This is an optimization exercise on Yosys and OpenROAD, whose aim is small area, a short achievable clock period and few clock cycles per item, not a production implementation. The RTL was checked by simulation tests, not by an equivalence proof against the original design. Power figures rest on the tool's default switching activity, not on a simulated workload.

==> flow/design.v (excerpt) <==
module hid_keyboard_report_builder #(
   parameter int KEY_SLOTS   = hkrb_pkg::KEY_SLOTS_DEF,
   parameter int BLOCK_SLOTS = hkrb_pkg::BLOCK_SLOTS_DEF
) (
   input  logic        clock,
   input  logic        reset,
   input  logic        start,
   output logic        busy,
   input  logic [2:0]  req_func,
   input  logic [2:0]  req_modifier_index,
   input  logic [7:0]  req_keycode,
   input  logic [63:0] req_timestamp,
   input  logic [1:0]  req_block_handle,
   output logic        rsp_valid,
   output logic        rsp_has_report,
   output logic [7:0]  rsp_modifier_bits,
   output logic [7:0]  rsp_key_slot0,
   output logic [7:0]  rsp_key_slot1,
   output logic [7:0]  rsp_key_slot2,
   output logic [7:0]  rsp_key_slot3,
   output logic [7:0]  rsp_key_slot4,
   output logic [7:0]  rsp_key_slot5,
   output logic [1:0]  rsp_handle_out,
   output logic [1:0]  rsp_error_code
);
   localparam int K  = KEY_SLOTS;
   localparam int B  = BLOCK_SLOTS;
   localparam int NM = hkrb_pkg::MODIFIER_COUNT;
   localparam int NR = hkrb_pkg::REPORT_KEYS;
   localparam int RW = (B > 1) ? $clog2(B) : 1;
   localparam int NG = 4;                 
   localparam int GS = K / NG;            
   function automatic logic le64(input logic [63:0] a, input logic [63:0] b);
      logic [63:0] lt, eq;
      lt = ~a & b;
      eq = ~(a ^ b);
      for (int w = 1; w < 64; w = w * 2)
         for (int i = 0; i + w < 64; i = i + 2 * w) begin
            lt[i] = lt[i+w] | (eq[i+w] & lt[i]);
            eq[i] = eq[i+w] & eq[i];
         end
      le64 = lt[0] | eq[0];
   endfunction
   function automatic logic [1:0] fa(input logic a, input logic b, input logic c);
      fa = {(a & b) | (a & c) | (b & c), a ^ b ^ c};
   endfunction
   function automatic logic [3:0] pc15(input logic [14:0] x);
      logic [1:0] p0, p1, p2, p3, p4, q0, q1, r0, r1, r2, u;
      p0 = fa(x[0], x[1], x[2]);
      p1 = fa(x[3], x[4], x[5]);
      p2 = fa(x[6], x[7], x[8]);
      p3 = fa(x[9], x[10], x[11]);
      p4 = fa(x[12], x[13], x[14]);
      q0 = fa(p0[0], p1[0], p2[0]);
      q1 = fa(p3[0], p4[0], q0[0]);
  ...
Settings: LEC_CHECK=0, CAP_MARGIN=20, CORE_MARGIN=2, CORE_UTILIZATION=45, PLACE_DENSITY=0.6, SETUP_SLACK_MARGIN=3.5, SLEW_MARGIN=20; clock period 7.5 ns.
run.sh (not shown) runs the stock make flow with config.mk's settings and CLKGATE_MAP_FILE= SYNTH_SCRIPT=/design/flow/synth_recipe.tcl, a recipe that flattens the netlist after the stock synthesis.
Testbench counts at the start, summed over its fixed seeds: cycles 4,877, items 4,800.
Edit:
--- a/flow/design.v
+++ b/flow/design.v
@@ -119,47 +119,43 @@
    logic [K-1:0] cand_ff;                
    logic         older_ff [K][K];        
    logic [B-1:0] bv_ff;
    logic [63:0]  btime_ff [B];
    logic [RW-1:0] brank_ff [B];
    logic [B-1:0] brank0_ff;              
    logic         last_empty_ff;
    logic [NG-1:0] sw_pend_ff;            
    logic [NG-1:0] sw_grp_ff;             
    logic         rep_pend_ff;            
+   logic         q_v;
    logic [2:0]   q_func, q_mi;
    logic [7:0]   q_kc;
    logic [63:0]  q_ts;
    logic [1:0]   q_bh;
-   assign q_func = req_func;
-   assign q_mi   = req_modifier_index;
-   assign q_kc   = req_keycode;
-   assign q_ts   = req_timestamp;
-   assign q_bh   = req_block_handle;
    logic         rsp_valid_ff, rsp_report_ff;
    logic [K-1:0] placed_ff;              
    logic [2:0]   pos_ff [K];             
    logic [1:0]   rsp_handle_ff, rsp_err_ff;
    logic         o_valid, o_has;
    logic [7:0]   o_mods;
    logic [7:0]   o_keys [NR];
    logic [1:0]   o_handle, o_err;
    logic rep_wait, acc, ex;
-   assign rep_wait = rep_pend_ff || (acc && q_func == hkrb_pkg::FN_REPORT);
+   assign rep_wait = rep_pend_ff || (q_v && q_func == hkrb_pkg::FN_REPORT);
    logic [NG-1:0] sw_gv;
    logic          sw_act;
    always_comb
       for (int g = 0; g < NG; g++) sw_gv[g] = |kv_ff[g*GS +: GS];
    assign sw_act   = |(sw_pend_ff & sw_gv);
-   assign busy     = rep_pend_ff;
+   assign busy     = rep_wait && sw_act;
    assign acc      = start && !reset && !busy;
-   assign ex       = acc;
+   assign ex       = q_v && !reset;
    logic f_pmod, f_rmod, f_pkey, f_rkey, f_blk, f_ublk, f_rep;
    assign f_pmod    = ex && q_func == hkrb_pkg::FN_PRESS_MOD;
    assign f_rmod    = ex && q_func == hkrb_pkg::FN_RELEASE_MOD;
    assign f_pkey    = ex && q_func == hkrb_pkg::FN_PRESS_KEY;
    assign f_rkey    = ex && q_func == hkrb_pkg::FN_RELEASE_KEY;
    assign f_blk     = ex && q_func == hkrb_pkg::FN_BLOCK;
    assign f_ublk    = ex && q_func == hkrb_pkg::FN_UNBLOCK;
    assign f_rep     = rep_wait && !sw_act && !reset;
    logic f_other;
    assign f_other   = ex && q_func != hkrb_pkg::FN_REPORT;
@@ -278,21 +274,27 @@
          if (match[i] && f_rkey) begin
             n_kcz[i] = kcnt_ff[i][7:1] == 7'd0;
             if (rel_rm[i]) n_kv[i] = 1'b0;
          end
          if (placed[i]) n_krep[i] = 1'b1;
          if (purged[i]) n_kv[i] = 1'b0;
          if (reset) n_kv[i] = 1'b0;
       end
    end
    always_ff @(posedge clock) begin
-      rep_pend_ff  <= rep_wait && sw_act;
+      q_v    <= acc;
+      q_func <= req_func;
+      q_mi   <= req_modifier_index;
+      q_kc   <= req_keycode;
+      q_ts   <= req_timestamp;
+      q_bh   <= req_block_handle;
+      rep_pend_ff  <= busy;
       rsp_valid_ff <= f_other || f_rep;
       placed_ff <= placed;
       for (int i = 0; i < K; i++) pos_ff[i] <= nbef[i][2:0];
       if (f_other || f_rep) begin
          rsp_report_ff <= f_rep;
          rsp_handle_ff <= '0;
          rsp_err_ff    <= hkrb_pkg::ERR_OK;
          if (f_pkey && !hit && full) rsp_err_ff <= hkrb_pkg::ERR_KEY_FULL;
          if (f_blk) begin
             if (!bany_free) rsp_err_ff <= hkrb_pkg::ERR_BLOCK_FULL;
@@ -342,20 +344,21 @@
       end
       if (f_ublk && hnd_ok) begin
          for (int s = 0; s < B; s++) begin
             if (bhnd[s]) bv_ff[s] <= 1'b0;
             else if (bv_ff[s] && brank_ff[s] > hnd_rank) brank_ff[s] <= brank_ff[s] - RW'(1);
          end
       end
       if (reset) begin
          rsp_valid_ff  <= 1'b0;
          rep_pend_ff   <= 1'b0;
+         q_v           <= 1'b0;
          sw_pend_ff    <= '0;
          sw_grp_ff     <= '0;
          bv_ff         <= '0;
          brank0_ff     <= '0;
          last_empty_ff <= 1'b1;
          for (int m = 0; m < NM; m++) mod_cnt_ff[m] <= 8'd0;
          mod_nz_ff     <= '0;
       end
    end
    logic [7:0] slot [NR];
=>
- The changed run produced a clean layout
- clock skew rose by 25 ps
- count of clock-buffer cells in the layout rose by 50
- non-clock buffer count fell by 63
- synthesized area rose by 2.9%
- maximum frequency barely changes
- routed wire length fell by 0.31%
- sequential share of layout area rose by 0.75 points
- global-route usage fell by 0.49 points
- worst hold slack gets worse by 4.9 ps
- cell area rose by 1.6%
- via count rose by 2.6%
- synthesized cell count rose by 2.9%
- power rose by 3.6%
- clock power rose by about 10%
Testbench counts after the change, summed over its fixed seeds: cycles 4,885, items 4,800.

[separate check: timing with driven ports]
How much do the figures lean on ideal ports? The routed layouts below were timed once more, with nothing changed but the port constraints. Step 1: set_driving_cell puts a clkbuf_16 on clock and a buf_2 on each other input, an assumption about the parent block. Step 2 also shifts input and output timing later by t, the mid clock arrival at the registers, as if the neighbouring blocks saw the same clock. Slacks: ideal / step 1 / step 2; pairs: ideal / step 1.
run	shift t [ns]	setup WS [ns]	clock arrival spread, ns
the first run	0.944	3.262 / 3.196 / 2.252	0.059 / 0.059
the second run	0.968	3.274 / 3.274 / 2.534	0.078 / 0.078
After both steps every run listed still meets setup and hold. The setup slack of the first run, which loses most, moves by -0.066 ns with the drivers and by -1.010 ns with both steps.
